From an optimization exercise on the open Yosys and OpenROAD flow, aimed at small area and a short achievable clock period; shortcuts taken in it are not production practice. Where RTL was checked, it was by simulation tests only, not by an equivalence proof against the original. Function not checked in run 3: the RTL went through the layout flow alone. Power figures rest on the tool's default switching activity, not on a simulated workload.

<file path="flow/config.mk">
export PLATFORM = sky130hd
export DESIGN_NAME = btb_top
export DESIGN_NICKNAME = btb_top
export VERILOG_FILES = /design/flow/design.v
export SDC_FILE = /design/flow/constraint.sdc
export NUM_CORES = 4
export LEC_CHECK = 0
export CAP_MARGIN = 20
export CORE_MARGIN = 2
export CORE_UTILIZATION = 55
export SETUP_SLACK_MARGIN = 2.0
export SLEW_MARGIN = 20
</file>
<file path="flow/constraint.sdc">
create_clock -name core_clock -period 7.0 [get_ports {CLK}]
set_input_delay 1.4000 -clock core_clock [delete_from_list [all_inputs] [get_ports {CLK}]]
set_output_delay 1.4000 -clock core_clock [all_outputs]
set_load 0.01 [all_outputs]
</file>
<file path="flow/design.v">
module btb_top (
    input  logic        CLK,
    input  logic        RST,
    input  logic        lookup_en,
    input  logic [31:0] lookup_pc,
    output logic        pred_hit,
    output logic        pred_taken,
    output logic [31:0] pred_target,
    input  logic        update_en,
    input  logic [31:0] update_pc,
    input  logic        update_taken,
    input  logic [31:0] update_target,
    input  logic        update_mispredict,
    input  logic        flush_all,
    output logic [15:0] lookup_count,
    output logic [15:0] mispredict_count
);
    branch_target_predictor #(.ENTRIES(16), .CNT_W(2), .STAT_W(16)) u_btb (
        .CLK(CLK),
        .RST(RST),
        .lookup_en(lookup_en),
        .lookup_pc(lookup_pc),
        .pred_hit(pred_hit),
        .pred_taken(pred_taken),
        .pred_target(pred_target),
        .update_en(update_en),
        .update_pc(update_pc),
        .update_taken(update_taken),
        .update_target(update_target),
        .update_mispredict(update_mispredict),
        .flush_all(flush_all),
        .lookup_count(lookup_count),
        .mispredict_count(mispredict_count)
    );
endmodule

module branch_target_predictor #(
    parameter int ENTRIES = 16,
    parameter int CNT_W   = 2,
    parameter int STAT_W  = 32
) (
    input  logic              CLK,
    input  logic              RST,
    input  logic              lookup_en,
    input  logic [31:0]       lookup_pc,
    output logic              pred_hit,
    output logic              pred_taken,
    output logic [31:0]       pred_target,
    input  logic              update_en,
    input  logic [31:0]       update_pc,
    input  logic              update_taken,
    input  logic [31:0]       update_target,
    input  logic              update_mispredict,
    input  logic              flush_all,
    output logic [STAT_W-1:0] lookup_count,
    output logic [STAT_W-1:0] mispredict_count
);
    localparam int IDX_W = $clog2(ENTRIES);
    localparam int TAG_W = 32 - IDX_W - 2;
    localparam logic [CNT_W-1:0] CNT_WEAK = CNT_W'(1) << (CNT_W - 1);
    logic [ENTRIES-1:0] valid;
    logic [TAG_W-1:0]   tags    [ENTRIES];
    logic [31:0]        targets [ENTRIES];
    logic [CNT_W-1:0]   cnts    [ENTRIES];
    logic [IDX_W-1:0] lk_idx;
    logic [TAG_W-1:0] lk_tag;
    logic [IDX_W-1:0] up_idx;
    logic [TAG_W-1:0] up_tag;
    logic             up_hit;
    logic             up_act;
    assign lk_idx = lookup_pc[IDX_W+1:2];
    assign lk_tag = lookup_pc[31:IDX_W+2];
    assign up_idx = update_pc[IDX_W+1:2];
    assign up_tag = update_pc[31:IDX_W+2];
    logic [ENTRIES-1:0] lk_dec;
    logic [31:0]        rd_target;
    logic               rd_cnt;
    always_comb begin
        pred_hit  = 1'b0;
        rd_cnt    = 1'b0;
        rd_target = '0;
        for (int i = 0; i < ENTRIES; i++) begin
            lk_dec[i] = (lk_idx == IDX_W'(i));
            pred_hit  = pred_hit | (lk_dec[i] && valid[i] && (tags[i] == lk_tag));
            rd_cnt    = rd_cnt | (lk_dec[i] & cnts[i][CNT_W-1]);
            rd_target = rd_target | ({32{lk_dec[i]}} & targets[i]);
        end
        pred_taken  = pred_hit & rd_cnt;
        pred_target = {32{pred_hit}} & rd_target;
    end
    logic [TAG_W-1:0] up_rd_tag;
    logic             up_rd_valid;
    always_comb begin
        up_rd_tag   = '0;
        up_rd_valid = 1'b0;
        for (int i = 0; i < ENTRIES; i++) begin
            up_rd_tag   = up_rd_tag   | ({TAG_W{up_idx == IDX_W'(i)}} & tags[i]);
            up_rd_valid = up_rd_valid | ((up_idx == IDX_W'(i)) & valid[i]);
        end
    end
    assign up_hit = up_rd_valid && (up_rd_tag == up_tag);
    assign up_act = update_en && !flush_all;
    always_ff @(posedge CLK or posedge RST) begin
        if (RST)
            valid <= '0;
        else if (flush_all)
            valid <= '0;
        else if (update_en && update_taken)
            valid[up_idx] <= 1'b1;
    end
    always_ff @(posedge CLK) begin
        if (up_act && update_taken) begin
            tags[up_idx]    <= up_tag;
            targets[up_idx] <= update_target;
        end
    end
    logic [CNT_W-1:0] up_cnt;
    logic [CNT_W-1:0] up_cnt_nxt;
    logic             up_cnt_we;
    always_comb begin
        up_cnt = '0;
        for (int i = 0; i < ENTRIES; i++)
            up_cnt = up_cnt | ({CNT_W{up_idx == IDX_W'(i)}} & cnts[i]);
        up_cnt_we  = up_act && (up_hit || update_taken);
        up_cnt_nxt = up_cnt;
        if (!up_hit)
            up_cnt_nxt = CNT_WEAK;
        else if (update_taken) begin
            if (up_cnt != '1)
                up_cnt_nxt = up_cnt + CNT_W'(1);
        end else if (up_cnt != '0)
            up_cnt_nxt = up_cnt - CNT_W'(1);
    end
    always_ff @(posedge CLK) begin
        if (up_cnt_we)
            cnts[up_idx] <= up_cnt_nxt;
    end
    always_ff @(posedge CLK or posedge RST) begin
        if (RST) begin
            lookup_count     <= '0;
            mispredict_count <= '0;
        end else begin
            if (lookup_en && (lookup_count != '1))
                lookup_count <= lookup_count + STAT_W'(1);
            if (update_en && update_mispredict && (mispredict_count != '1))
                mispredict_count <= mispredict_count + STAT_W'(1);
        end
    end
endmodule
</file>
<file path="flow/flow/run.sh">
#!/bin/bash
bash standard.sh MATCH_CELL_FOOTPRINT=0 'CTS_ARGS=-sink_clustering_enable -repair_clock_nets -sink_clustering_size 12 -sink_clustering_max_diameter 60 -buf_list sky130_fd_sc_hd__clkbuf_8 -dont_use_dummy_load' 'BUFFER_PORTS_ARGS=-buffer_cell sky130_fd_sc_hd__buf_1' 'GLOBAL_PLACEMENT_ARGS=-timing_driven_net_weight_max 10 -timing_driven_nets_percentage 30' finish > standard.log 2>&1
</file>
<file path="flow/standard.sh">
#!/bin/bash
# synth_recipe.tcl (not shown) runs the flow's synth.tcl, then flattens the netlist and writes it again
# the make line also repeats each setting of config.mk as NAME=value (left out here)
make -C /OpenROAD-flow-scripts/flow DESIGN_CONFIG=/design/flow/config.mk WORK_HOME=/design/flow/orfs CLKGATE_MAP_FILE= SYNTH_SCRIPT=/design/flow/synth_recipe.tcl "${@:-finish}"
</file>
==> results of run 1 <==
registers in the layout (all words and copies together) (netlist names):
signal                  cells
u_btb.tags                416
u_btb.lookup_count         16
u_btb.mispredict_count     16
u_btb.valid                16
u_btb.cnts                 32
u_btb.targets             512
worst paths after layout:
kind	slack [ns]	depth (start not counted)	endpoint
worst min-delay path	0.50	1	u_btb.lookup_count[9]$_DFFE_PP0P_
worst max-delay path	1.60	11	pred_target[0]
worst min register to register	0.50	1	u_btb.lookup_count[9]$_DFFE_PP0P_
min in group asynchronous	0.78	2	u_btb.mispredict_count[7]$_DFFE_PP0P_
worst max register to register	3.44	9	u_btb.cnts[15][0]$_DFFE_PP_
max in group asynchronous	5.72	2	u_btb.valid[5]$_DFFE_PP0P_
cell usage after synthesis, drive strengths merged, types with 14 or more instances:
library cell	number
clkbuf	90
buf	105
dfrtp	48
and3	51
o2bb2ai	18
xnor2	177
edfxtp	960
a21oi	52
nor2	55
nand3	65
nor3	21
nand4	83
a222oi	21
a31oi	44
o21ai	25
a22oi	149
xor2	280
a221oi	116
nand2	86
o22ai	14
mux2i	25
a22o	118
nor4	86
final cells by class:
type	instances	area, µm²
Inverter	11	42.5
Timing Repair Buffer	304	2060
Antenna cell	4	10.0
Fill cell	5887	29700
Tap cell	1040	1300
Multi-Input combinational cell	1629	13100
Sequential cell	1008	30000
Clock buffer	99	1360
worst reg2reg max path, cell delays in order, from the launching register on:
cell	delay, ns
sky130_fd_sc_hd__edfxtp_1	0.46
sky130_fd_sc_hd__mux2i_1	0.32
sky130_fd_sc_hd__a2bb2oi_2	0.15
sky130_fd_sc_hd__o211ai_1	0.12
sky130_fd_sc_hd__or4_1	0.57
sky130_fd_sc_hd__a2111oi_2	0.39
sky130_fd_sc_hd__buf_4	0.21
sky130_fd_sc_hd__nand4_1	0.25
sky130_fd_sc_hd__o41a_4	0.54
sky130_fd_sc_hd__nor2_1	0.25
through the flow:
stage / instance area [µm²] / worst slack (ns) / std cells
floorplan: 43200 / 0.324 / 2843
global placement: 45600 / 0.958 / 3979
detailed placement: 45600 / 1.01 / 3979
CTS: 47700 / 1.76 / 4088
global route: 47900 / 1.58 / 4093
finish: 47900 / 1.60 / 4095
what timing repair did:
item	CTS	global route
buffers inserted	10	3
hold buffers	0	0
endpoints found under the setup margin	98	98
pin swaps	13	13
gates resized for setup	149	27
cells in the final DEF (no fill, tap or decap), types with 18 or more instances in the layout:
cell type                   synthesis  routed
sky130_fd_sc_hd__buf_4              5     110
sky130_fd_sc_hd__nor4_2             0      21
sky130_fd_sc_hd__a222oi_1          21      21
sky130_fd_sc_hd__a22o_1           118     118
sky130_fd_sc_hd__o21ai_0           24      23
sky130_fd_sc_hd__edfxtp_1         960     960
sky130_fd_sc_hd__nand3_1           65      65
sky130_fd_sc_hd__a31oi_1           44      29
sky130_fd_sc_hd__mux2i_1           25      25
sky130_fd_sc_hd__a21oi_1           52      52
sky130_fd_sc_hd__clkbuf_8           0      99
sky130_fd_sc_hd__o2bb2ai_1         18      18
sky130_fd_sc_hd__buf_1             25     109
sky130_fd_sc_hd__nor4_1            86      60
sky130_fd_sc_hd__dfrtp_1           48      48
sky130_fd_sc_hd__nor2_1            53      44
sky130_fd_sc_hd__nand2_1           86      84
sky130_fd_sc_hd__xnor2_1          177     170
sky130_fd_sc_hd__a22oi_1          148     148
sky130_fd_sc_hd__xor2_1           280     267
sky130_fd_sc_hd__clkbuf_2           0      44
sky130_fd_sc_hd__buf_12             1      20
sky130_fd_sc_hd__and3_1            51      44
sky130_fd_sc_hd__a221oi_1         115     115
sky130_fd_sc_hd__nand4_1           83      83
routing by layer:
layer | GRT usage, % | part of all wire [%] | up-vias
li1 | - | - | 11700
met1 | 55.1 | 36 | 15000
met2 | 62.4 | 45 | 2496
met3 | 8.67 | 12 | 513
met4 | 22.5 | 7.0 | 8
met5 | 0 | 0.027 | -
cells by family after synthesis:
| family | Yosys count | synth area share (%) |
|---|---|---|
| XOR/XNOR | 457 | 9.27 |
| multiplexers | 40 | 1.08 |
| AND/OR/NAND/NOR | 493 | 6.19 |
| buffers and inverters | 206 | 2.23 |
| flip-flops | 1008 | 69.5 |
| AO/OA/AOI/OAI | 631 | 11.5 |
| adder cells (fa/ha/maj) | 8 | 0.226 |
power by group through the flow:
stage / Combinational, µW / Clock, µW / Sequential, µW
4_1_cts: 1000 / 3170 / 6730
2_1_floorplan: 490 / 0 / 6870
3_3_place_gp: 955 / 0 / 6860
3_5_place_dp: 967 / 0 / 6870
6_report: 1040 / 3160 / 6730
5_1_grt: 1070 / 3380 / 6740
==> tab_implementation.tex, run 1 <==
\begin{tabular}{lr}
\hline
Metric & Value \\
\hline
\multicolumn{2}{l}{\textbf{Power}} \\
\quad Clock network fraction of design power & 28.9\% \\
\quad Leakage dissipation & 0.0151 µW \\
\quad Sequential fraction of design power & 61.6\% \\
\quad Maximum vdd drop & 0.242 mV \\
\quad Net Sw Frac & 24.7\% \\
\quad Power Dens Cells & 229 mW/mm² \\
\quad Internal & 8240 µW \\
\quad Part of the total power dissipated in combinational logic & 9.5\% \\
\quad PnR Total Power & 10900 µW \\
\quad Switching power & 2700 µW \\
\multicolumn{2}{l}{\textbf{STA}} \\
\quad Final Setup Violations & 0 \\
\quad Unrepaired setup endpoints after global routing & yes \\
\quad Final Hold Viols & 0 \\
\quad Number of pins exceeding their max-slew limit in the final report & 0 \\
\quad Transition time at the pin with the least slew margin & 1.13 ns \\
\quad Post-Route Setup TNS & 0 ns \\
\quad Shortest clock period the worst path allows after layout & 5.40 ns \\
\quad Final period utilization & 77.1\% \\
\quad Max Clk Rate & 0.185 GHz \\
\quad Worst rel slew slack & 24.4\% \\
\quad Worst setup skew after layout & 0.0818 ns \\
\quad Hold\_ws & 0.497 ns \\
\multicolumn{2}{l}{\textbf{Route}} \\
\quad Total via count after detailed routing & 29700 \\
\quad Ratio of routed vias to standard cells & 7.25 \\
\quad DRC marker count from the first detailed-route iteration & 4990 \\
\quad Routed Wire Length & 168000 µm \\
\quad Count of antenna-violating nets left after detailed routing & 0 \\
\quad Routed wire per std cell & 41.0 µm \\
\quad Post-detailed-route DRC marker count & 0 \\
\quad 1st-pass router iterations & 9 \\
\multicolumn{2}{l}{\textbf{Die}} \\
\quad Die extent in x & 284 µm \\
\quad Boundary Pins & 169 \\
\quad Number of rows created at floorplan & 102 \\
\quad Vertical die dimension & 284 µm \\
\quad Full die area & 0.0808 mm² \\
\quad Effective utilization at floorplan & 55.7\% \\
\quad Area of the core & 0.0776 mm² \\
\multicolumn{2}{l}{\textbf{Worst setup path}} \\
\quad Maximum fanout count along the critical path & 34 \\
\quad Endpoint type of the worst setup path & primary output \\
\quad CP Launch Point & lookup\_pc[23] \\
\quad Element type at the critical path start & input port \\
\quad Cell-by-cell listing of the critical path & clkbuf\_2 -> buf\_6 -> xnor2\_1 -> nand4\_1 -> nor4\_4 -> nand4\_1 -> nand4\_1 -> nor4\_4 -> buf\_12 -> a31oi\_4 -> clkbuf\_2 \\
\quad Worst Setup Path Type & in2out \\
\quad CP max stage cell & sky130\_fd\_sc\_hd\_\_nor4\_4 \\
\quad Worst reg2reg startpoint & u\_btb.tags[8][16]\$\_DFFE\_PP\_ \\
\quad CP dominant cell by count & sky130\_fd\_sc\_hd\_\_nand4\_1 \\
\quad CP arrival & 4.00 ns \\
\quad Family with the most delay on the worst path & simple AND/OR/NAND/NOR gates \\
\quad Number of buffers and inverters on the critical path & 4 \\
\quad CP required & 5.60 ns \\
\quad Max incr delay on CP & 0.45 ns \\
\multicolumn{2}{l}{\textbf{CTS}} \\
\quad Clk\_lat worst skew & 0.78 ns \\
\quad Post-CTS clock slew at the launch and capture registers of the worst setup and hold paths & 0.08 ns \\
\quad H-tree depth & 3 \\
\quad Clock tree sinks & 1008 \\
\quad TritonCTS clock tree & yes \\
\quad Maximum number of buffers from clock root to sink & 3 \\
\quad Total CTS buffers & 99 \\
\quad Root buf cell & sky130\_fd\_sc\_hd\_\_clkbuf\_8 \\
\multicolumn{2}{l}{\textbf{Global routing}} \\
\quad Maximum number of pins on one net before global-route repair & 80 \\
\quad Total gr overflow & 0 \\
\quad Global-route usage over all layers & 40.9\% \\
\quad Via count of the first global-routing pass & 27900 \\
\quad Antenna violations before repair & 8 \\
\quad First-pass GRT wire length & 228000 µm \\
\multicolumn{2}{l}{\textbf{Layout}} \\
\quad Net count reported at finish & 3163 \\
\quad Final core area utilization & 61.7\% \\
\quad Share of post-route cells with drive strength above 1 & 14.1\% \\
\quad Post-synthesis to final-layout area growth & 10.8\% \\
\multicolumn{2}{l}{\textbf{Placed design}} \\
\quad Post-DP HPWL & 109000 µm \\
\quad Number of I/O port buffers & 164 \\
\quad GP Congestion & 1.06 \\
\multicolumn{2}{l}{\textbf{Yosys}} \\
\quad Synth cell types & 79 \\
\quad Number of enable flip-flop cells after synthesis & 960 \\
\quad Leading area contributor after synthesis & sky130\_fd\_sc\_hd\_\_edfxtp\_1 \\
\quad Synth top area share & 66.7\% \\
\quad Fraction of registers with async set/reset & 4.76\% \\
\quad Netlist area before placement & 0.0432 mm² \\
\quad Synthesized instance count & 2843 \\
\quad Largest cells by area after synthesis & sky130\_fd\_sc\_hd\_\_edfxtp\_1, sky130\_fd\_sc\_hd\_\_xor2\_1, sky130\_fd\_sc\_hd\_\_xnor2\_1 \\
\quad Synth Warn \# & 1 \\
\quad Seq cells post-synth & 1008 \\
\quad Mean instance size in the synthesized netlist & 15.2 µm² \\
\quad Total nets after synthesis & 2953 \\
\quad Sequential fraction of the synthesis area & 69.5\% \\
\quad Most frequently used flop master after synthesis & sky130\_fd\_sc\_hd\_\_edfxtp\_1 \\
\multicolumn{2}{l}{\textbf{Min path}} \\
\quad Startpoint of the tightest hold check path & u\_btb.lookup\_count[9]\$\_DFFE\_PP0P\_ \\
\quad Worst Hold Class & reg2reg \\
\multicolumn{2}{l}{\textbf{Run status}} \\
\quad Result of the run & finished clean \\
\multicolumn{2}{l}{\textbf{Job}} \\
\quad Max-Cap Viols & 0 \\
\hline
\end{tabular}
==> inputs of run 2 (changes only) <==
--- a/flow/config.mk
+++ b/flow/config.mk
@@ -8,5 +8,5 @@
 export CAP_MARGIN = 20
 export CORE_MARGIN = 2
 export CORE_UTILIZATION = 55
-export SETUP_SLACK_MARGIN = 2.0
+export SETUP_SLACK_MARGIN = 1.8
 export SLEW_MARGIN = 20
==> run 2 against run 1 <==
Register-to-register slack got worse by 0.18 ns. Clock skew down 0.023 ns. Utilization is 0.56 points lower. Cell count hardly changed. Highest routed layer unchanged. Critical path depth is the same. Fmax is 3.9% lower. Total power shrank 0.52%. Die area unchanged. Final area is 0.90% lower.
==> tab_implementation.tex, run 2 <==
\begin{tabular}{lr}
\hline
Metric & Value \\
\hline
\multicolumn{2}{l}{\textbf{Run status}} \\
\quad Result of the run & finished clean \\
\multicolumn{2}{l}{\textbf{Global routing}} \\
\quad Total gr overflow & 0 \\
\quad Met1 global-route usage & 56.4\% \\
\quad Maximum number of pins on one net before global-route repair & 60 \\
\quad Global-route usage over all layers & 41.0\% \\
\quad Routing usage on met2 & 61.7\% \\
\quad Via count of the first global-routing pass & 28100 \\
\quad Global-route layer with the greatest usage & met2 \\
\quad Met3 global-route usage & 8.11\% \\
\quad Antenna violations before repair & 12 \\
\quad First-pass GRT wire length & 229000 µm \\
\multicolumn{2}{l}{\textbf{STA}} \\
\quad Shortest clock period the worst path allows after layout & 5.62 ns \\
\quad Unrepaired setup endpoints after global routing & yes \\
\quad Final Setup Violations & 0 \\
\quad Final period utilization & 80.2\% \\
\quad Final Hold Viols & 0 \\
\quad Max Clk Rate & 0.178 GHz \\
\quad Number of pins exceeding their max-slew limit in the final report & 0 \\
\quad Transition time at the pin with the least slew margin & 1.17 ns \\
\quad Worst setup skew after layout & 0.0587 ns \\
\quad Post-Route Setup TNS & 0 ns \\
\quad Worst rel slew slack & 21.3\% \\
\multicolumn{2}{l}{\textbf{Route}} \\
\quad Total via count after detailed routing & 29800 \\
\quad 1st-pass router iterations & 8 \\
\quad Post-detailed-route DRC marker count & 0 \\
\quad Ratio of routed vias to standard cells & 7.27 \\
\quad DRC marker count from the first detailed-route iteration & 5155 \\
\quad Count of antenna-violating nets left after detailed routing & 0 \\
\quad Routed wire per std cell & 40.8 µm \\
\quad Routed Wire Length & 167000 µm \\
\multicolumn{2}{l}{\textbf{Power}} \\
\quad PnR Total Power & 10900 µW \\
\quad Leakage dissipation & 0.0149 µW \\
\quad Power Dens Cells & 229 mW/mm² \\
\quad Maximum vdd drop & 0.213 mV \\
\multicolumn{2}{l}{\textbf{Worst setup path}} \\
\quad Worst Setup Path Type & in2out \\
\quad CP arrival & 4.22 ns \\
\quad Element type at the critical path start & input port \\
\quad Maximum fanout count along the critical path & 34 \\
\quad Reg2Reg Depth & 8 \\
\quad Logic depth of the worst path, buffers included & 11 \\
\quad Cell-by-cell listing of the critical path & buf\_1 -> xor2\_1 -> nor4\_1 -> nand4\_1 -> nor4\_2 -> nand4\_1 -> nand4\_1 -> nor4\_2 -> buf\_12 -> a31oi\_2 -> clkbuf\_2 \\
\quad Number of buffers and inverters on the critical path & 3 \\
\quad CP dominant cell by count & sky130\_fd\_sc\_hd\_\_nand4\_1 \\
\quad Endpoint type of the worst setup path & primary output \\
\quad CP required & 5.60 ns \\
\quad Family with the most delay on the worst path & simple AND/OR/NAND/NOR gates \\
\quad CP max stage cell & sky130\_fd\_sc\_hd\_\_nand4\_1 \\
\quad Max incr delay on CP & 0.44 ns \\
\multicolumn{2}{l}{\textbf{CTS}} \\
\quad Total CTS buffers & 97 \\
\quad Clock tree sinks & 1008 \\
\quad Root buf cell & sky130\_fd\_sc\_hd\_\_clkbuf\_8 \\
\quad Post-CTS clock slew at the launch and capture registers of the worst setup and hold paths & 0.08 ns \\
\quad TritonCTS clock tree & yes \\
\quad Clk\_lat worst skew & 0.77 ns \\
\quad Maximum number of buffers from clock root to sink & 3 \\
\quad H-tree depth & 3 \\
\multicolumn{2}{l}{\textbf{Die}} \\
\quad Full die area & 0.0808 mm² \\
\quad Effective utilization at floorplan & 55.7\% \\
\quad Boundary Pins & 169 \\
\quad Die extent in x & 284 µm \\
\quad Vertical die dimension & 284 µm \\
\quad Area of the core & 0.0776 mm² \\
\quad Number of rows created at floorplan & 102 \\
\multicolumn{2}{l}{\textbf{Placed design}} \\
\quad Placement Cell Area & 0.0457 mm² \\
\quad Post-DP HPWL & 110000 µm \\
\quad Number of I/O port buffers & 164 \\
\quad GP Congestion & 1.05 \\
\quad \# placed instances & 3991 \\
\multicolumn{2}{l}{\textbf{Yosys}} \\
\quad Total nets after synthesis & 2953 \\
\quad Largest cells by area after synthesis & sky130\_fd\_sc\_hd\_\_edfxtp\_1, sky130\_fd\_sc\_hd\_\_xor2\_1, sky130\_fd\_sc\_hd\_\_xnor2\_1 \\
\quad Most frequently used flop master after synthesis & sky130\_fd\_sc\_hd\_\_edfxtp\_1 \\
\quad Synth Warn \# & 1 \\
\quad Netlist area before placement & 0.0432 mm² \\
\quad Synth cell types & 79 \\
\quad Mean instance size in the synthesized netlist & 15.2 µm² \\
\quad Synth top area share & 66.7\% \\
\quad Most repeated cell in the gate-level netlist after synthesis & sky130\_fd\_sc\_hd\_\_edfxtp\_1 \\
\quad Leading area contributor after synthesis & sky130\_fd\_sc\_hd\_\_edfxtp\_1 \\
\quad Fraction of registers with async set/reset & 4.76\% \\
\quad Sequential fraction of the synthesis area & 69.5\% \\
\quad Synthesized instance count & 2843 \\
\quad Seq cells post-synth & 1008 \\
\quad Most numerous cell types in the synthesized netlist & sky130\_fd\_sc\_hd\_\_edfxtp\_1, sky130\_fd\_sc\_hd\_\_xor2\_1, sky130\_fd\_sc\_hd\_\_xnor2\_1 \\
\quad Number of enable flip-flop cells after synthesis & 960 \\
\multicolumn{2}{l}{\textbf{Min path}} \\
\quad Hold path cells & 1 \\
\quad Worst Hold Class & reg2reg \\
\multicolumn{2}{l}{\textbf{Layout}} \\
\quad Most frequent standard cell in the layout excluding fill and tap cells & sky130\_fd\_sc\_hd\_\_edfxtp\_1 \\
\quad Post-route non-filler standard cell count & 4097 \\
\quad Share of post-route cells with drive strength above 1 & 12.9\% \\
\quad Max reg flops & 512 \\
\quad Top flop regs & u\_btb.targets x512, u\_btb.tags x416, u\_btb.cnts x32 \\
\quad Post-synthesis to final-layout area growth & 9.79\% \\
\quad Reg with most FFs & u\_btb.targets \\
\quad Net count reported at finish & 3161 \\
\quad Final cell area excluding filler cells & 0.0474 mm² \\
\quad Layout filler cell count & 5877 \\
\quad Commonest cells after routing, fill and taps aside & sky130\_fd\_sc\_hd\_\_edfxtp\_1, sky130\_fd\_sc\_hd\_\_xor2\_1, sky130\_fd\_sc\_hd\_\_xnor2\_1 \\
\multicolumn{2}{l}{\textbf{Job}} \\
\quad Max-Cap Viols & 0 \\
\hline
\end{tabular}
[run 2: final timing paths]
kind | to | slack, ns | from
hold / removal | u_btb.mispredict_count[3]$_DFFE_PP0P_ | 0.49 | u_btb.mispredict_count[3]$_DFFE_PP0P_
min in group asynchronous | u_btb.mispredict_count[3]$_DFFE_PP0P_ | 0.75 | RST
setup reg to reg | u_btb.cnts[13][0]$_DFFE_PP_ | 3.26 | u_btb.tags[8][21]$_DFFE_PP_
max in group asynchronous | u_btb.valid[14]$_DFFE_PP0P_ | 5.69 | RST
setup / recovery | pred_target[0] | 1.38 | lookup_pc[31]
hold reg to reg | u_btb.mispredict_count[3]$_DFFE_PP0P_ | 0.49 | u_btb.mispredict_count[3]$_DFFE_PP0P_
[run 2: layout make-up]
type | instances | area, µm² | share of cell area [%]
diodes | 8 | 20.0 | 0.0422
clock buffers | 97 | 1340 | 2.81
inverters | 11 | 42.5 | 0.0897
multi-input cells | 1629 | 12800 | 27.0
flip-flops and latches | 1008 | 30000 | 63.3
well taps | 1040 | 1300 | 2.74
repair buffers | 304 | 1890 | 3.99
[run 2: report_power, final]
| part | switching, µW | internal (µW) |
|---|---|---|
| Sequential | 63.7 | 6670 |
| Combinational | 718 | 306 |
| Clock | 1900 | 1230 |
[run 2: cell families (layout without fill, tap and decap cells)]
| family | count (synthesis) | count (layout) | synth area share [%] |
|---|---|---|---|
| AND/OR/NAND/NOR | 493 | 493 | 6.19 |
| adder cells (fa/ha/maj) | 8 | 8 | 0.226 |
| multiplexers | 40 | 40 | 1.08 |
| XOR/XNOR | 457 | 457 | 9.27 |
| flip-flops | 1008 | 1008 | 69.5 |
| other | 0 | 8 | 0 |
| buffers and inverters | 206 | 412 | 2.23 |
| AO/OA/AOI/OAI | 631 | 631 | 11.5 |
[run 2: stage by stage]
step | util [%] | hold WS [ns] | worst slack, ns
detailed placement | 58.8 | 0.482 | 1.04
global placement | 58.8 | 0.471 | 0.977
finish | 61.1 | 0.492 | 1.38
global route | 61.1 | 0.516 | 1.42
floorplan | - | 0.477 | 0.0840
CTS | 61.0 | 0.497 | 1.56
[run 2: timing repair]
item / 4_1_cts / 5_1_grt
hold buffers: 0 / 0
cloned: 0 / 0
gates resized for setup: 92 / 14
endpoints found under the setup margin: 34 / 50
buffers inserted: 1 / 0
pin swaps: 7 / 5
[run 2: layer usage]
metal / wire (µm) / part of all wire [%]
met4: 11600 / 6.9
met3: 19200 / 11
met5: 92 / 0.055
met2: 74400 / 44
met1: 61900 / 37
==> inputs of run 3 (changes only) <==
--- a/flow/design.v
+++ b/flow/design.v
@@ -72,21 +72,17 @@
     assign lk_tag = lookup_pc[31:IDX_W+2];
     assign up_idx = update_pc[IDX_W+1:2];
     assign up_tag = update_pc[31:IDX_W+2];
-    logic [ENTRIES-1:0] lk_dec;
-    logic [31:0]        rd_target;
-    logic               rd_cnt;
+    logic [ENTRIES-1:0] lk_sel;
     always_comb begin
-        pred_hit  = 1'b0;
-        rd_cnt    = 1'b0;
-        rd_target = '0;
+        pred_hit    = 1'b0;
+        pred_taken  = 1'b0;
+        pred_target = '0;
         for (int i = 0; i < ENTRIES; i++) begin
-            lk_dec[i] = (lk_idx == IDX_W'(i));
-            pred_hit  = pred_hit | (lk_dec[i] && valid[i] && (tags[i] == lk_tag));
-            rd_cnt    = rd_cnt | (lk_dec[i] & cnts[i][CNT_W-1]);
-            rd_target = rd_target | ({32{lk_dec[i]}} & targets[i]);
+            lk_sel[i]   = (lk_idx == IDX_W'(i)) && valid[i] && (tags[i] == lk_tag);
+            pred_hit    = pred_hit | lk_sel[i];
+            pred_taken  = pred_taken | (lk_sel[i] & cnts[i][CNT_W-1]);
+            pred_target = pred_target | ({32{lk_sel[i]}} & targets[i]);
         end
-        pred_taken  = pred_hit & rd_cnt;
-        pred_target = {32{pred_hit}} & rd_target;
     end
     logic [TAG_W-1:0] up_rd_tag;
     logic             up_rd_valid;
==> flow/flow/run.sh (replaced) <==
#!/bin/bash
bash standard.sh MATCH_CELL_FOOTPRINT=0 'CTS_ARGS=-sink_clustering_enable -repair_clock_nets -sink_clustering_size 16 -sink_clustering_max_diameter 80 -buf_list sky130_fd_sc_hd__clkbuf_8 -dont_use_dummy_load' 'BUFFER_PORTS_ARGS=-buffer_cell sky130_fd_sc_hd__buf_1' finish > standard.log 2>&1
--- a/flow/config.mk
+++ b/flow/config.mk
@@ -8,5 +8,5 @@
 export CAP_MARGIN = 20
 export CORE_MARGIN = 2
 export CORE_UTILIZATION = 55
-export SETUP_SLACK_MARGIN = 1.8
+export SETUP_SLACK_MARGIN = 2.0
 export SLEW_MARGIN = 20
==> run 3 against run 2 <==
Highest routed layer unchanged. Critical path type unchanged. Final area is 7.7% higher. Routed wire length increased by 5.3%. Non-clock buffer count is 105 higher. Flip-flop and latch count did not move. First-iteration DRC count grew 4.9%. Combinational power about the same. Critical endpoint is now pred_target[18]. Hold slack better by 0.012 ns.
==> tab_implementation.tex, run 3 <==
\begin{tabular}{lr}
\hline
Metric & Value \\
\hline
\multicolumn{2}{l}{\textbf{Run status}} \\
\quad Result of the run & finished clean \\
\multicolumn{2}{l}{\textbf{CTS}} \\
\quad Maximum number of buffers from clock root to sink & 3 \\
\quad TritonCTS clock tree & yes \\
\quad Total CTS buffers & 73 \\
\quad Clock tree sinks & 1008 \\
\quad H-tree depth & 3 \\
\quad Post-CTS clock slew at the launch and capture registers of the worst setup and hold paths & 0.10 ns \\
\quad Clk\_lat worst skew & 0.77 ns \\
\quad Root buf cell & sky130\_fd\_sc\_hd\_\_clkbuf\_8 \\
\multicolumn{2}{l}{\textbf{Placed design}} \\
\quad \# placed instances & 3948 \\
\quad GP Congestion & 1.04 \\
\quad Number of I/O port buffers & 164 \\
\quad Placement Cell Area & 0.0460 mm² \\
\quad Post-DP HPWL & 104000 µm \\
\multicolumn{2}{l}{\textbf{STA}} \\
\quad Post-Route Setup TNS & 0 ns \\
\quad Final Hold Viols & 0 \\
\quad Unrepaired setup endpoints after global routing & yes \\
\quad Number of pins exceeding their max-slew limit in the final report & 0 \\
\quad Worst rel slew slack & 20.8\% \\
\quad Hold\_ws & 0.504 ns \\
\quad Max Clk Rate & 0.182 GHz \\
\quad Worst setup skew after layout & 0.0796 ns \\
\quad Shortest clock period the worst path allows after layout & 5.48 ns \\
\quad Transition time at the pin with the least slew margin & 1.19 ns \\
\quad Final period utilization & 78.3\% \\
\quad Final Setup Violations & 0 \\
\multicolumn{2}{l}{\textbf{Layout}} \\
\quad Top flop regs & u\_btb.targets x512, u\_btb.tags x416, u\_btb.cnts x32 \\
\quad Share of post-route cells with drive strength above 1 & 21.4\% \\
\quad Post-synthesis to final-layout area growth & 18.2\% \\
\quad Final cell area excluding filler cells & 0.0511 mm² \\
\quad Commonest cells after routing, fill and taps aside & sky130\_fd\_sc\_hd\_\_edfxtp\_1, sky130\_fd\_sc\_hd\_\_xnor2\_1, sky130\_fd\_sc\_hd\_\_nand4\_1 \\
\quad Max reg flops & 512 \\
\quad Reg with most FFs & u\_btb.targets \\
\quad Net count reported at finish & 3203 \\
\quad Most frequent standard cell in the layout excluding fill and tap cells & sky130\_fd\_sc\_hd\_\_edfxtp\_1 \\
\quad Post-route non-filler standard cell count & 4140 \\
\multicolumn{2}{l}{\textbf{Yosys}} \\
\quad Largest cells by area after synthesis & sky130\_fd\_sc\_hd\_\_edfxtp\_1, sky130\_fd\_sc\_hd\_\_xnor2\_1, sky130\_fd\_sc\_hd\_\_a221oi\_1 \\
\quad Most numerous cell types in the synthesized netlist & sky130\_fd\_sc\_hd\_\_edfxtp\_1, sky130\_fd\_sc\_hd\_\_xnor2\_1, sky130\_fd\_sc\_hd\_\_nand4\_1 \\
\quad Total nets after synthesis & 2906 \\
\quad Seq cells post-synth & 1008 \\
\quad Most repeated cell in the gate-level netlist after synthesis & sky130\_fd\_sc\_hd\_\_edfxtp\_1 \\
\quad Post-synthesis adder-cell area fraction & 0.226\% \\
\quad Synth top area share & 66.7\% \\
\quad Most frequently used flop master after synthesis & sky130\_fd\_sc\_hd\_\_edfxtp\_1 \\
\quad Synth Warn \# & 1 \\
\quad Netlist area before placement & 0.0432 mm² \\
\quad Sequential fraction of the synthesis area & 69.5\% \\
\quad Leading area contributor after synthesis & sky130\_fd\_sc\_hd\_\_edfxtp\_1 \\
\quad Mean instance size in the synthesized netlist & 15.5 µm² \\
\quad Post-synthesis compound-gate area fraction & 10.8\% \\
\quad Number of enable flip-flop cells after synthesis & 960 \\
\quad Synthesized instance count & 2796 \\
\quad Synth cell types & 81 \\
\quad Post-synthesis share of cell area spent on xor and xnor gates & 9.34\% \\
\quad Mux contribution to synthesized area & 1.34\% \\
\quad Fraction of registers with async set/reset & 4.76\% \\
\quad Share of synthesized cell area in and, or, nand and nor gates & 6.48\% \\
\quad Dominant combinational cell family by area after synthesis & compound AO/OA/AOI/OAI gates \\
\multicolumn{2}{l}{\textbf{Route}} \\
\quad DRC marker count from the first detailed-route iteration & 5409 \\
\quad Total via count after detailed routing & 30000 \\
\quad Ratio of routed vias to standard cells & 7.25 \\
\quad Routed wire per std cell & 42.5 µm \\
\quad Count of antenna-violating nets left after detailed routing & 0 \\
\quad Post-detailed-route DRC marker count & 0 \\
\quad Routed Wire Length & 176000 µm \\
\quad 1st-pass router iterations & 8 \\
\multicolumn{2}{l}{\textbf{Min path}} \\
\quad Hold path cells & 1 \\
\quad Worst Hold Class & reg2reg \\
\quad End point of the worst hold path & u\_btb.lookup\_count[10]\$\_DFFE\_PP0P\_ \\
\quad Startpoint of the tightest hold check path & u\_btb.lookup\_count[10]\$\_DFFE\_PP0P\_ \\
\multicolumn{2}{l}{\textbf{Worst setup path}} \\
\quad CP arrival & 4.08 ns \\
\quad Reg2Reg Depth & 9 \\
\quad Register-to-register setup slack & 3.31 ns \\
\quad Endpoint type of the worst setup path & primary output \\
\quad CP required & 5.60 ns \\
\quad Worst Setup Path Type & in2out \\
\quad Worst reg2reg startpoint & u\_btb.tags[14][12]\$\_DFFE\_PP\_ \\
\quad Capture instance of the worst register-to-register path & u\_btb.cnts[10][1]\$\_DFFE\_PP\_ \\
\quad Maximum fanout count along the critical path & 17 \\
\quad Element type at the critical path start & input port \\
\multicolumn{2}{l}{\textbf{Global routing}} \\
\quad Maximum number of pins on one net before global-route repair & 59 \\
\quad Antenna violations before repair & 13 \\
\quad Total gr overflow & 0 \\
\quad Via count of the first global-routing pass & 28100 \\
\quad Global-route usage over all layers & 42.5\% \\
\quad First-pass GRT wire length & 234000 µm \\
\multicolumn{2}{l}{\textbf{Die}} \\
\quad Full die area & 0.0809 mm² \\
\quad Effective utilization at floorplan & 55.7\% \\
\quad Die extent in x & 284 µm \\
\quad Area of the core & 0.0776 mm² \\
\quad Vertical die dimension & 284 µm \\
\quad Boundary Pins & 169 \\
\quad Number of rows created at floorplan & 102 \\
\multicolumn{2}{l}{\textbf{Job}} \\
\quad Max-Cap Viols & 0 \\
\multicolumn{2}{l}{\textbf{Power}} \\
\quad Power Dens Cells & 207 mW/mm² \\
\quad Maximum vdd drop & 0.192 mV \\
\quad Leakage dissipation & 0.0164 µW \\
\hline
\end{tabular}
-- run 3: changes by cell type after synthesis, sizes merged, moves of 12 or more --
cell,delta
a221o,+12
a221oi,+36
a22o,+31
a22oi,-87
a31oi,-35
and3,-35
inv,+16
nand4,+68
nor4,-38
xnor2,+250
xor2,-246
-- run 3: worst max path at each step --
stage               slack [ns]                           to           from
floorplan                 1.22  u_btb.tags[13][0]$_DFFE_PP_   update_pc[3]
global placement          0.90              pred_target[18]  lookup_pc[18]
detailed placement        0.98              pred_target[18]  lookup_pc[30]
CTS                       1.58              pred_target[18]  lookup_pc[15]
global route              1.53              pred_target[10]  lookup_pc[18]
finish                    1.52              pred_target[18]  lookup_pc[14]
-- run 3: per-layer routing --
layer | vias to the layer above | GRT usage (%) | wire length (µm)
li1 | 11700 | - | -
met2 | 2501 | 65.6 | 79800
met3 | 546 | 9.50 | 21700
met5 | - | 0 | 79
met1 | 15200 | 55.3 | 60600
met4 | 10 | 26.0 | 13800
-- run 3: metrics by stage --
step	utilization, %	worst slack, ns	total power, µW
2_1_floorplan	-	1.22	7320
3_3_place_gp	59.3	0.902	7740
3_5_place_dp	59.3	0.976	7760
4_1_cts	64.7	1.58	10500
5_1_grt	65.8	1.53	10800
6_report	65.8	1.52	10600
-- run 3: what timing repair did --
action	CTS	global route
hold endpoints to repair	0	0
buffers inserted	53	11
hold buffers	0	0
resized for setup	427	117
setup endpoints to repair	98	90
pin swaps	85	70
gates cloned	39	7
-- run 3: area by class of cell --
type	instances	area, µm²
timing repair buffer	409	4170
multi-input combinational	1575	14500
clock buffer	73	1000
antenna	9	22.5
inverter	26	98.8
tap	1040	1300
fill	5518	26500
sequential	1008	30000
-- run 3: cell families (layout without fill, tap and decap cells) --
group	after synthesis	in the layout
DFF	1008	1008
AOI/OAI and AO/OA	566	566
and+or+nand+nor	495	495
xor gates and xnor gates	461	461
buffers and inverters	213	508
muxes	45	45
adders and majority gates	8	8
other	0	9
-- run 3: worst max-delay path: stages --
cell,delay [ns]
sky130_fd_sc_hd__clkbuf_4,0.18
sky130_fd_sc_hd__clkbuf_16,0.18
sky130_fd_sc_hd__xnor2_2,0.31
sky130_fd_sc_hd__nand4_1,0.21
sky130_fd_sc_hd__nor4_4,0.42
sky130_fd_sc_hd__nand2_2,0.18
sky130_fd_sc_hd__nor4_4,0.16
sky130_fd_sc_hd__buf_4,0.22
sky130_fd_sc_hd__clkbuf_16,0.24
sky130_fd_sc_hd__a221oi_1,0.13
sky130_fd_sc_hd__nand4_1,0.22
sky130_fd_sc_hd__buf_2,0.19
-- run 3: power breakdown --
part | internal (µW) | switching (µW)
Clock | 940 | 1860
Combinational | 360 | 693
Sequential | 6670 | 68.3

==> port drivers added, routing unchanged <==
In the flow no input, the clock included, has a driving cell. The finished layouts below were timed again as built, in two steps.
Step 1 assumes that a clkbuf_16 drives the clock port and a buf_2 every other input.
Step 2, shift: input delay + t, output delay - t, t = (earliest + latest rising clock arrival at the registers) / 2. This alone moves slack from input paths to output paths.
Three values: no drivers, after step 1, after step 2; two values: the first two.
| run | t, ns | slack for setup (ns) | latest minus earliest clock arrival (ns) | slew at the worst register clock pin (ns) |
|---|---|---|---|---|
| run 1 | 0.786 | 1.602 / 1.576 / 1.243 | 0.134 / 0.134 | 0.09 / 0.09 |
| run 2 | 0.792 | 1.384 / 1.319 / 1.076 | 0.104 / 0.103 | 0.10 / 0.10 |
| run 3 | 0.797 | 1.517 / 1.423 / 1.310 | 0.080 / 0.079 | 0.12 / 0.12 |
After both steps setup and hold are still met in every run listed. The setup slack of run 1, which loses most, moves by -0.026 ns with the drivers and by -0.359 ns with both steps.
